This design comes from an exercise in tuning for small area, a short achievable clock period and few clock cycles on the open sky130 flow, not from production work. In this exercise RTL edits were held to simulation tests only and were not proved equivalent to the original.

### config.mk
export PLATFORM = sky130hd
export DESIGN_NAME = goertzel_tone_magnitude
export DESIGN_NICKNAME = goertzel_tone_magnitude
export VERILOG_FILES = /design/flow/design.v
export SDC_FILE = /design/flow/constraint.sdc
export NUM_CORES = 4
export LEC_CHECK = 0
export CAP_MARGIN = 20
export CORE_MARGIN = 2
export CORE_UTILIZATION = 40
export SLEW_MARGIN = 20
### constraint.sdc
create_clock -name core_clock -period 13.0 [get_ports {clk}]
set_input_delay 2.6000 -clock core_clock [delete_from_list [all_inputs] [get_ports {clk}]]
set_output_delay 2.6000 -clock core_clock [all_outputs]
set_load 0.01 [all_outputs]
### design.v
package gtm_pkg;
  localparam int SAMPLE_W    = 16;
  localparam int COEF_W      = 16;
  localparam int LEN_W       = 11;
  localparam int ACC_W       = 40;
  localparam int MAG_W       = 16;
  localparam int CFG_INDEX_W = 2;
  localparam int CFG_DATA_W  = 16;
  localparam int PROD_W = COEF_W + ACC_W;
  localparam int DEFAULT_MAX_BLOCK = 1024;
  localparam int QUEUE_DEPTH       = 2;
  typedef logic signed [COEF_W-1:0] coef_t;
  typedef logic signed [ACC_W-1:0]  acc_t;
  typedef enum logic [CFG_INDEX_W-1:0] {
    REG_TWO_COS_W    = 2'd0,
    REG_SIN_W        = 2'd1,
    REG_BLOCK_LENGTH = 2'd2
  } cfg_reg_t;
  localparam coef_t             TWO_COS_W_RESET    = 16'sd31652;
  localparam coef_t             SIN_W_RESET        = 16'sd8481;
  localparam logic [LEN_W-1:0]  BLOCK_LENGTH_RESET = 11'd960;
  localparam acc_t ACC_MAX = {1'b0, {(ACC_W-1){1'b1}}};
  localparam acc_t ACC_MIN = {1'b1, {(ACC_W-1){1'b0}}};
  typedef struct packed {
    acc_t  delay_one;
    acc_t  delay_two;
    coef_t two_cos_w;
    coef_t sin_w;
  } block_t;
  localparam int BLOCK_W = 2 * ACC_W + 2 * COEF_W;
  typedef enum logic {
    FRONT_IDLE,
    FRONT_ACCUM
  } front_state_t;
  typedef enum logic [3:0] {
    BACK_IDLE,
    BACK_MUL_RE,
    BACK_MUL_IM,
    BACK_ABS,
    BACK_SQ_RE,
    BACK_SQ_IM,
    BACK_SQRT,
    BACK_DIV,
    BACK_OUT
  } back_state_t;
endpackage
module gtm_fifo
#(
  parameter int WIDTH = 8,
  parameter int DEPTH = gtm_pkg::QUEUE_DEPTH
) (
  input  logic             clk,
  input  logic             rst,
  input  logic             push_valid,
  output logic             push_ready,
  input  logic [WIDTH-1:0] push_data,
  output logic             pop_valid,
  input  logic             pop_ready,
  output logic [WIDTH-1:0] pop_data
);
  localparam int PTR_W = (DEPTH > 1) ? $clog2(DEPTH) : 1;
  localparam int CNT_W = $clog2(DEPTH + 1);
  logic [WIDTH-1:0] entries [DEPTH];
  logic [PTR_W-1:0] wr_ptr, rd_ptr;
  logic [CNT_W-1:0] count;
  logic             push, pop;
  assign push_ready = (count != CNT_W'(DEPTH));
  assign pop_valid  = (count != '0);
  assign pop_data   = entries[rd_ptr];
  assign push       = push_valid && push_ready;
  assign pop        = pop_valid && pop_ready;
  function automatic logic [PTR_W-1:0] ptr_inc(input logic [PTR_W-1:0] p);
    if (p == PTR_W'(DEPTH - 1)) begin
      ptr_inc = '0;
    end else begin
      ptr_inc = p + PTR_W'(1);
    end
  endfunction
  always_ff @(posedge clk) begin
    if (rst) begin
      wr_ptr <= '0;
      rd_ptr <= '0;
      count  <= '0;
    end else begin
      if (push) begin
        wr_ptr <= ptr_inc(wr_ptr);
      end
      if (pop) begin
        rd_ptr <= ptr_inc(rd_ptr);
      end
      if (push && !pop) begin
        count <= count + CNT_W'(1);
      end else if (pop && !push) begin
        count <= count - CNT_W'(1);
      end
    end
  end
  always_ff @(posedge clk) begin
    if (push) begin
      entries[wr_ptr] <= push_data;
    end
  end
endmodule
module gtm_front
#(
  parameter int MAX_BLOCK = gtm_pkg::DEFAULT_MAX_BLOCK
) (
  input  logic                                 clk,
  input  logic                                 rst,
  input  logic                                 sample_valid,
  output logic                                 sample_ready,
  input  logic signed [gtm_pkg::SAMPLE_W-1:0]           sample,
  input  gtm_pkg::coef_t                                two_cos_w,
  input  gtm_pkg::coef_t                                sin_w,
  input  logic [gtm_pkg::LEN_W-1:0]                     block_length,
  output logic                                 push_valid,
  input  logic                                 push_ready,
  output gtm_pkg::block_t                               push_block,
  output logic [$clog2(MAX_BLOCK+1)-1:0]       push_count
);
  localparam int CNT_W  = $clog2(MAX_BLOCK + 1);
  localparam int FB_W   = gtm_pkg::PROD_W - 14;
  localparam int SUM_W  = FB_W + 2;
  localparam logic signed [gtm_pkg::PROD_W-1:0] HALF_Q14 = gtm_pkg::PROD_W'(1) << 13;
  gtm_pkg::front_state_t              state, state_next;
  logic signed [gtm_pkg::SAMPLE_W-1:0] sample_r;
  logic signed [gtm_pkg::PROD_W-1:0]  prod;
  gtm_pkg::acc_t                      delay_one, delay_two;
  logic [CNT_W-1:0]          count;
  logic signed [gtm_pkg::PROD_W-1:0]  prod_next, prod_round;
  logic signed [FB_W-1:0]    feedback;
  logic signed [SUM_W-1:0]   sum;
  gtm_pkg::acc_t                      q0;
  logic [CNT_W-1:0]          len_eff, taken;
  logic                      block_done, advance;
  assign prod_next  = gtm_pkg::PROD_W'(two_cos_w) * gtm_pkg::PROD_W'(delay_one);
  assign prod_round = prod + HALF_Q14;
  assign feedback   = FB_W'(prod_round >>> 14);
  assign sum        = SUM_W'(sample_r) + SUM_W'(feedback) - SUM_W'(delay_two);
  always_comb begin
    if (sum[SUM_W-1:gtm_pkg::ACC_W-1] == '0 || sum[SUM_W-1:gtm_pkg::ACC_W-1] == '1) begin
      q0 = sum[gtm_pkg::ACC_W-1:0];
    end else if (sum[SUM_W-1]) begin
      q0 = gtm_pkg::ACC_MIN;
    end else begin
      q0 = gtm_pkg::ACC_MAX;
    end
  end
  always_comb begin
    if (block_length == '0) begin
      len_eff = CNT_W'(1);
    end else if (32'(block_length) > MAX_BLOCK) begin
      len_eff = CNT_W'(MAX_BLOCK);
    end else begin
      len_eff = CNT_W'(block_length);
    end
  end
  assign taken      = count + CNT_W'(1);
  assign block_done = (taken >= len_eff);
  assign push_block.delay_one = q0;
  assign push_block.delay_two = delay_one;
  assign push_block.two_cos_w = two_cos_w;
  assign push_block.sin_w     = sin_w;
  assign push_count = taken;
  always_comb begin
    state_next   = state;
    sample_ready = 1'b0;
    push_valid   = 1'b0;
    advance      = 1'b0;
    unique case (state)
      gtm_pkg::FRONT_IDLE: begin
        sample_ready = 1'b1;
        if (sample_valid) begin
          state_next = gtm_pkg::FRONT_ACCUM;
        end
      end
      gtm_pkg::FRONT_ACCUM: begin
        if (block_done) begin
          push_valid = 1'b1;
          if (push_ready) begin
            advance    = 1'b1;
            state_next = gtm_pkg::FRONT_IDLE;
          end
        end else begin
          advance    = 1'b1;
          state_next = gtm_pkg::FRONT_IDLE;
        end
      end
    endcase
  end
  always_ff @(posedge clk) begin
    if (rst) begin
      state     <= gtm_pkg::FRONT_IDLE;
      delay_one <= '0;
      delay_two <= '0;
      count     <= '0;
    end else begin
      state <= state_next;
      if (advance) begin
        if (block_done) begin
          delay_one <= '0;
          delay_two <= '0;
          count     <= '0;
        end else begin
          delay_one <= q0;
          delay_two <= delay_one;
          count     <= taken;
        end
      end
    end
  end
  always_ff @(posedge clk) begin
    if (sample_valid && sample_ready) begin
      sample_r <= sample;
      prod     <= prod_next;
    end
  end
endmodule
module gtm_back
#(
  parameter int MAX_BLOCK = gtm_pkg::DEFAULT_MAX_BLOCK
) (
  input  logic                           clk,
  input  logic                           rst,
  input  logic                           pop_valid,
  output logic                           pop_ready,
  input  gtm_pkg::block_t                         pop_block,
  input  logic [$clog2(MAX_BLOCK+1)-1:0] pop_count,
  output logic                           magnitude_valid,
  input  logic                           magnitude_ready,
  output logic [gtm_pkg::MAG_W-1:0]               magnitude
);
  localparam int CNT_W  = $clog2(MAX_BLOCK + 1);
  localparam int RS_W   = gtm_pkg::PROD_W - 15;
  localparam int RE_W   = RS_W + 1;
  localparam int PART_W = 30;
  localparam int SQ_W   = 2 * PART_W;
  localparam int RAD_W  = 64;
  localparam int ROOT_W = 32;
  localparam int STEP_W = $clog2(ROOT_W);
  localparam logic signed [gtm_pkg::PROD_W-1:0] HALF_Q15 = gtm_pkg::PROD_W'(1) << 14;
  gtm_pkg::back_state_t              state, state_next;
  gtm_pkg::block_t                   blk;
  logic [CNT_W-1:0]         n;
  logic signed [gtm_pkg::PROD_W-1:0] prod;
  logic signed [RE_W-1:0]   re;
  logic [PART_W-1:0]        ar_part, ai_part;
  logic [SQ_W-1:0]          sq;
  logic [RAD_W-1:0]         rad, root, bitmask;
  logic [STEP_W-1:0]        step;
  logic [ROOT_W-1:0]        quo;
  logic [CNT_W-1:0]         rem;
  logic [gtm_pkg::MAG_W-1:0]         result;
  gtm_pkg::coef_t                    mul_coef;
  logic signed [gtm_pkg::PROD_W-1:0] prod_next, prod_round;
  logic signed [RS_W-1:0]   rounded;
  logic [RE_W-1:0]          ar;
  logic [RS_W-1:0]          ai;
  logic                     big;
  logic [PART_W-1:0]        sq_op;
  logic [SQ_W-1:0]          sq_prod;
  logic [RAD_W-1:0]         trial, root_next;
  logic                     root_take;
  logic [CNT_W:0]           div_trial;
  logic                     div_take;
  logic [ROOT_W-1:0]        quo_next;
  logic                     load_out, last_step;
  assign mul_coef   = (state == gtm_pkg::BACK_MUL_RE) ? blk.two_cos_w : blk.sin_w;
  assign prod_next  = gtm_pkg::PROD_W'(blk.delay_two) * gtm_pkg::PROD_W'(mul_coef);
  assign prod_round = prod + HALF_Q15;
  assign rounded    = RS_W'(prod_round >>> 15);
  assign ar  = re[RE_W-1] ? RE_W'(-re) : RE_W'(re);
  assign ai  = rounded[RS_W-1] ? RS_W'(-rounded) : RS_W'(rounded);
  assign big = (|ar[RE_W-1:PART_W]) || (|ai[RS_W-1:PART_W]);
  assign sq_op   = (state == gtm_pkg::BACK_SQ_RE) ? ar_part : ai_part;
  assign sq_prod = SQ_W'(sq_op) * SQ_W'(sq_op);
  assign trial     = root + bitmask;
  assign root_take = (rad >= trial);
  assign root_next = root_take ? ((root >> 1) + bitmask) : (root >> 1);
  assign div_trial = {rem, quo[ROOT_W-1]};
  assign div_take  = (div_trial >= {1'b0, n});
  assign quo_next  = {quo[ROOT_W-2:0], div_take};
  assign last_step = (step == STEP_W'(ROOT_W - 1));
  always_comb begin
    state_next = state;
    pop_ready  = 1'b0;
    load_out   = 1'b0;
    unique case (state)
      gtm_pkg::BACK_IDLE: begin
        pop_ready = 1'b1;
        if (pop_valid) begin
          state_next = gtm_pkg::BACK_MUL_RE;
        end
      end
      gtm_pkg::BACK_MUL_RE: state_next = gtm_pkg::BACK_MUL_IM;
      gtm_pkg::BACK_MUL_IM: state_next = gtm_pkg::BACK_ABS;
      gtm_pkg::BACK_ABS:    state_next = big ? gtm_pkg::BACK_OUT : gtm_pkg::BACK_SQ_RE;
      gtm_pkg::BACK_SQ_RE:  state_next = gtm_pkg::BACK_SQ_IM;
      gtm_pkg::BACK_SQ_IM:  state_next = gtm_pkg::BACK_SQRT;
      gtm_pkg::BACK_SQRT: begin
        if (last_step) begin
          state_next = gtm_pkg::BACK_DIV;
        end
      end
      gtm_pkg::BACK_DIV: begin
        if (last_step) begin
          state_next = gtm_pkg::BACK_OUT;
        end
      end
      gtm_pkg::BACK_OUT: begin
        if (!magnitude_valid || magnitude_ready) begin
          load_out   = 1'b1;
          state_next = gtm_pkg::BACK_IDLE;
        end
      end
      default: state_next = gtm_pkg::BACK_IDLE;
    endcase
  end
  always_ff @(posedge clk) begin
    if (rst) begin
      state           <= gtm_pkg::BACK_IDLE;
      magnitude_valid <= 1'b0;
    end else begin
      state <= state_next;
      if (load_out) begin
        magnitude_valid <= 1'b1;
      end else if (magnitude_ready) begin
        magnitude_valid <= 1'b0;
      end
    end
  end
  always_ff @(posedge clk) begin
    if (load_out) begin
      magnitude <= result;
    end
    unique case (state)
      gtm_pkg::BACK_IDLE: begin
        blk <= pop_block;
        n   <= pop_count;
      end
      gtm_pkg::BACK_MUL_RE: prod <= prod_next;
      gtm_pkg::BACK_MUL_IM: begin
        re   <= RE_W'(blk.delay_one) - RE_W'(rounded);
        prod <= prod_next;
      end
      gtm_pkg::BACK_ABS: begin
        ar_part <= ar[PART_W-1:0];
        ai_part <= ai[PART_W-1:0];
        result  <= '1;
      end
      gtm_pkg::BACK_SQ_RE: sq <= sq_prod;
      gtm_pkg::BACK_SQ_IM: begin
        rad     <= (RAD_W'(sq) + RAD_W'(sq_prod)) << 2;
        root    <= '0;
        bitmask <= RAD_W'(1) << (RAD_W - 2);
        step    <= '0;
      end
      gtm_pkg::BACK_SQRT: begin
        if (root_take) begin
          rad <= rad - trial;
        end
        root    <= root_next;
        bitmask <= bitmask >> 2;
        step    <= step + STEP_W'(1);
        if (last_step) begin
          quo <= root_next[ROOT_W-1:0];
          rem <= '0;
        end
      end
      gtm_pkg::BACK_DIV: begin
        rem  <= div_take ? CNT_W'(div_trial - {1'b0, n}) : div_trial[CNT_W-1:0];
        quo  <= quo_next;
        step <= step + STEP_W'(1);
        if (last_step) begin
          result <= (|quo_next[ROOT_W-1:gtm_pkg::MAG_W]) ? '1 : quo_next[gtm_pkg::MAG_W-1:0];
        end
      end
      default: begin
      end
    endcase
  end
endmodule
module goertzel_tone_magnitude
#(
  parameter int MAX_BLOCK = gtm_pkg::DEFAULT_MAX_BLOCK
) (
  input  logic                     clk,
  input  logic                     rst,
  input  logic                     sample_valid,
  output logic                     sample_ready,
  input  logic signed [gtm_pkg::SAMPLE_W-1:0] sample,
  output logic                     magnitude_valid,
  input  logic                     magnitude_ready,
  output logic [gtm_pkg::MAG_W-1:0]         magnitude,
  input  logic                     cfg_write,
  input  logic [gtm_pkg::CFG_INDEX_W-1:0]   cfg_index,
  input  logic [gtm_pkg::CFG_DATA_W-1:0]    cfg_data
);
  localparam int CNT_W    = $clog2(MAX_BLOCK + 1);
  localparam int QUEUE_W  = gtm_pkg::BLOCK_W + CNT_W;
  gtm_pkg::coef_t             two_cos_w;
  gtm_pkg::coef_t             sin_w;
  logic [gtm_pkg::LEN_W-1:0]  block_length;
  always_ff @(posedge clk) begin
    if (rst) begin
      two_cos_w    <= gtm_pkg::TWO_COS_W_RESET;
      sin_w        <= gtm_pkg::SIN_W_RESET;
      block_length <= gtm_pkg::BLOCK_LENGTH_RESET;
    end else if (cfg_write) begin
      unique case (cfg_index)
        gtm_pkg::REG_TWO_COS_W:    two_cos_w    <= gtm_pkg::coef_t'(cfg_data);
        gtm_pkg::REG_SIN_W:        sin_w        <= gtm_pkg::coef_t'(cfg_data);
        gtm_pkg::REG_BLOCK_LENGTH: block_length <= cfg_data[gtm_pkg::LEN_W-1:0];
        default: begin
        end
      endcase
    end
  end
  logic             push_valid, push_ready;
  gtm_pkg::block_t           push_block;
  logic [CNT_W-1:0] push_count;
  logic             pop_valid, pop_ready;
  logic [QUEUE_W-1:0] pop_data;
  gtm_pkg::block_t           pop_block;
  logic [CNT_W-1:0] pop_count;
  gtm_front #(
    .MAX_BLOCK(MAX_BLOCK)
  ) u_front (
    .clk          (clk),
    .rst          (rst),
    .sample_valid (sample_valid),
    .sample_ready (sample_ready),
    .sample       (sample),
    .two_cos_w    (two_cos_w),
    .sin_w        (sin_w),
    .block_length (block_length),
    .push_valid   (push_valid),
    .push_ready   (push_ready),
    .push_block   (push_block),
    .push_count   (push_count)
  );
  gtm_fifo #(
    .WIDTH(QUEUE_W),
    .DEPTH(gtm_pkg::QUEUE_DEPTH)
  ) u_fifo (
    .clk        (clk),
    .rst        (rst),
    .push_valid (push_valid),
    .push_ready (push_ready),
    .push_data  ({push_block, push_count}),
    .pop_valid  (pop_valid),
    .pop_ready  (pop_ready),
    .pop_data   (pop_data)
  );
  assign pop_block = pop_data[QUEUE_W-1:CNT_W];
  assign pop_count = pop_data[CNT_W-1:0];
  gtm_back #(
    .MAX_BLOCK(MAX_BLOCK)
  ) u_back (
    .clk             (clk),
    .rst             (rst),
    .pop_valid       (pop_valid),
    .pop_ready       (pop_ready),
    .pop_block       (pop_block),
    .pop_count       (pop_count),
    .magnitude_valid (magnitude_valid),
    .magnitude_ready (magnitude_ready),
    .magnitude       (magnitude)
  );
endmodule
### run.sh
#!/bin/bash
# synth_recipe.tcl (not shown) runs the flow's synth.tcl, then flattens the netlist and writes it again
# the make line also repeats each setting of config.mk as NAME=value (left out here)
make -C /OpenROAD-flow-scripts/flow DESIGN_CONFIG=/design/flow/config.mk WORK_HOME=/design/flow/orfs CLKGATE_MAP_FILE= SYNTH_SCRIPT=/design/flow/synth_recipe.tcl finish
==> reports/results.txt <==
Library cells used by synthesis = 88
Post-Synthesis Cells = 12,550
CTS tree = done
Clock Pin Slew Worst Setup and Hold Paths = 0.07 ns
Worst EP arrival = 12.67 ns
Critical path's slowest cell = or4_1
# setup viols final = 0
Final Hold Vio Count = 0
# Max-Cap Violations = 0
Most common cell in the netlist = inv_1
Crit path required time = 13.47 ns
# DRC = 0
Pins over their slew limit = 0
Iter 0 DRT Violations = 6,081
Via density = 5.234
Worst R2R Start = u_back.state[2]$_SDFFE_PP0P_
Crit. End Element = register
Sequential cell area fraction in the yosys report = 0.2365
Core box area = 305,600 um2
DR pass1 iterations = 8
Cell row count = 203
Clock root cell = clkbuf_16
FFs w/ async S/R, synth = 0
Vias in the first global route = 89,800
Synth Warn # = 4
Antenna violations before repair = 5
Vias = 86,780
Crit Path Category = register to register
Synth Register Bits = 1,015
Area growth syn-to-layout = 7.681%
Post-synth top area cell = fa_1
Fin Setup TNS = 0 ns
Highest metal used = met5
Most frequent CP cell = fa_1
Min-delay src = u_back.result[14]$_SDFFCE_PP1P_
Main flop type after synthesis = edfxtp_1
Post-DP HPWL = 260,800 um
IO Pins = 57
Buffer levels on the longest clock path = 3
Clock skew after layout = 0.1000 ns
Tot GR Track Use = 0.2181
I/O Buffers = 56
Worst setup startpoint = u_back.state[2]$_SDFFE_PP0P_
Cts bufs inserted = 109
Wire per inst = 20.28 um
Total Routed Length = 336,300 um
Total grt overflow = 0
Fin nets = 15,170
Reg-to-reg slack, setup = 0.81 ns
Die Ht = 558.1 um
RSZ-0062 raised after global routing = false
Slew at the pin with the worst max-slew slack = 1.132 ns
Postcts setup bufs = 0
CTS Sinks = 1,015
CP Max Fanout = 34
CP peak stage delay = 0.58 ns
Final Cycle Share = 0.9378
Die area = 311,400 um2
WL met2 = 163,800 um
Synth top area cells = fa_1, edfxtp_1, ha_1
Peak Freq = 82.03 MHz
Wl on met1 = 141,800 um
Min Tclk post-route = 12.19 ns
H-tree levels = 3
Ratio of cells with drive above 1 in the final layout = 0.05434
CP top delay family = adder cells
Met3 WL = 19,950 um
Syn Area/Cell = 9.789 um2
Top cell type's share of synthesized area = 0.3154
Worst-skew pair later-pin latency = 0.80 ns
Post-Syn Area = 122,800 um2
Largest net degree at the start of global routing = 82
Hold crit path type = register to register
Post-synth net total = 15,330
Status = complete, no violations
Worst Path Buf+Inv = 9
Crit path launch type = register
Hold-fix buffers, CTS = 0
First-pass GRT wire length = 527,100 um
DIE WIDTH = 558.1 um
Synth cell count leaders = inv_1, fa_1, nand2_1
Number of flops mapped to enable cells by yosys = 871
Final ANT Viol Nets = 0
Gpl congestion = 0.9294
Starting Density = 0.4019
Slew headroom = 0.2385
# resized after CTS = 0
## metal layers
| metal | track usage | vias to the layer above |
|---|---|---|
| met1 | 0.2865 | 43910 |
| met4 | 0.06482 | 2 |
| li1 | - | 39760 |
| met2 | 0.3738 | 2599 |
| met5 | 0 | - |
| met3 | 0.02877 | 509 |
## metrics by stage
| stage | std cells | util | worst slack, ns | instance area (um2) | hold WS, ns |
|---|---|---|---|---|---|
| floorplan | 12550 | - | 0.9962 | 122800 | 0.4003 |
| global placement | 16370 | 0.4197 | 1.148 | 128200 | 0.4038 |
| detailed placement | 16370 | 0.4197 | 0.9497 | 128200 | 0.4045 |
| CTS | 16580 | 0.4327 | 0.8758 | 132200 | 0.4194 |
| global route | 16580 | 0.4328 | 0.2000 | 132200 | 0.4345 |
| finish | 16580 | 0.4328 | 0.8087 | 132200 | 0.4184 |
## layout make-up
class	count	area [um2]
Inverter	2265	8503
Timing Repair Buffer	245	2014
Antenna cell	1	2.502
Multi-Input combinational cell	8746	83580
Fill cell	29530	173300
Tap cell	4100	5130
Clock inverter	72	983.4
Clock buffer	135	2969
Sequential cell	1015	29050
## path summary, 6_finish.rpt
check                                    to  cells after the start
min reg2reg  u_back.magnitude[14]$_DFFE_PP_                      0
max                u_back.rad[61]$_DFFE_PP_                     42
min          u_back.magnitude[14]$_DFFE_PP_                      0
max reg2reg        u_back.rad[61]$_DFFE_PP_                     42
## cell usage in the layout, fill, tap and decap left out, types with 24 or more instances in the layout
cell type and instances:
a211o_1 39, o31ai_1 49, nor2_1 657, xor2_1 246, a21oi_1 502, and2_1 301
nand3b_1 28, o21ai_0 346, dfxtp_1 135, a31oi_1 109, mux2_2 156, fa_1 1935
nand4_1 84, or2_2 61, clkbuf_16 112, a211oi_1 51, clkinv_1 24, a21o_1 195
o211ai_1 26, buf_4 187, o21a_1 61, clkdlybuf4s50_1 55, or3_1 24, xnor2_1 380
o21bai_1 70, nand3_1 183, ha_1 813, and3_1 99, nor2b_1 197, nor3_1 76
nand2_1 1569, nand2b_1 126, nor4_1 57, inv_1 2254, edfxtp_1 871
## flip-flops by register name, indices dropped and copies added, names as in the netlist, 30 cells and up
| signal | cells |
|---|---|
| u_back.rad | 64 |
| u_back.re | 42 |
| u_back.root | 64 |
| u_front.delay_one | 40 |
| u_back.ar_part | 30 |
| u_back.quo | 32 |
| u_front.delay_two | 40 |
| u_back.prod | 42 |
| u_back.blk | 112 |
| u_front.prod | 43 |
| u_back.ai_part | 30 |
| u_fifo.entries | 246 |
| u_back.sq | 59 |
| u_back.bitmask | 32 |
## cells by family (layout without fill, tap and decap cells)
family	Yosys count	after routing	synth area share
other	0	1	0
flip-flops	1015	1015	0.2365
AND/OR/NAND/NOR	3555	3555	0.1350
AO/OA/AOI/OAI	1623	1623	0.08295
adder cells (fa/ha/maj)	2748	2748	0.3983
buffers and inverters	2784	2717	0.08529
XOR/XNOR	626	626	0.04465
multiplexers	194	194	0.01740
Testbench counts, summed over its fixed seeds: cycles 10,612.

static timing again, ports no longer ideal:
The flow's constraints put no driver on any port. The routed layout listed below was extracted and timed again, unchanged, in two steps.
Step 1 sets driving cells, clkbuf_16 on the clock port and buf_2 on the other inputs (assumed; they add their load-dependent delay and slew).
Step 2 times the ports against the registers' clock, not the clock port: input delays grow and output delays shrink by t, the midpoint of the rising clock arrivals with the driver on.
a / b / c = ideal ports / drivers / drivers and shift; a / b = the first two.
shift t [ns]: 0.833
setup WS [ns]: 0.809 / 0.809 / 0.809
worst setup path at the end: register to register
After both steps this run still meets setup and hold. The setup slack of this run moves by 0.000 ns with the drivers and by 0.000 ns with both steps.
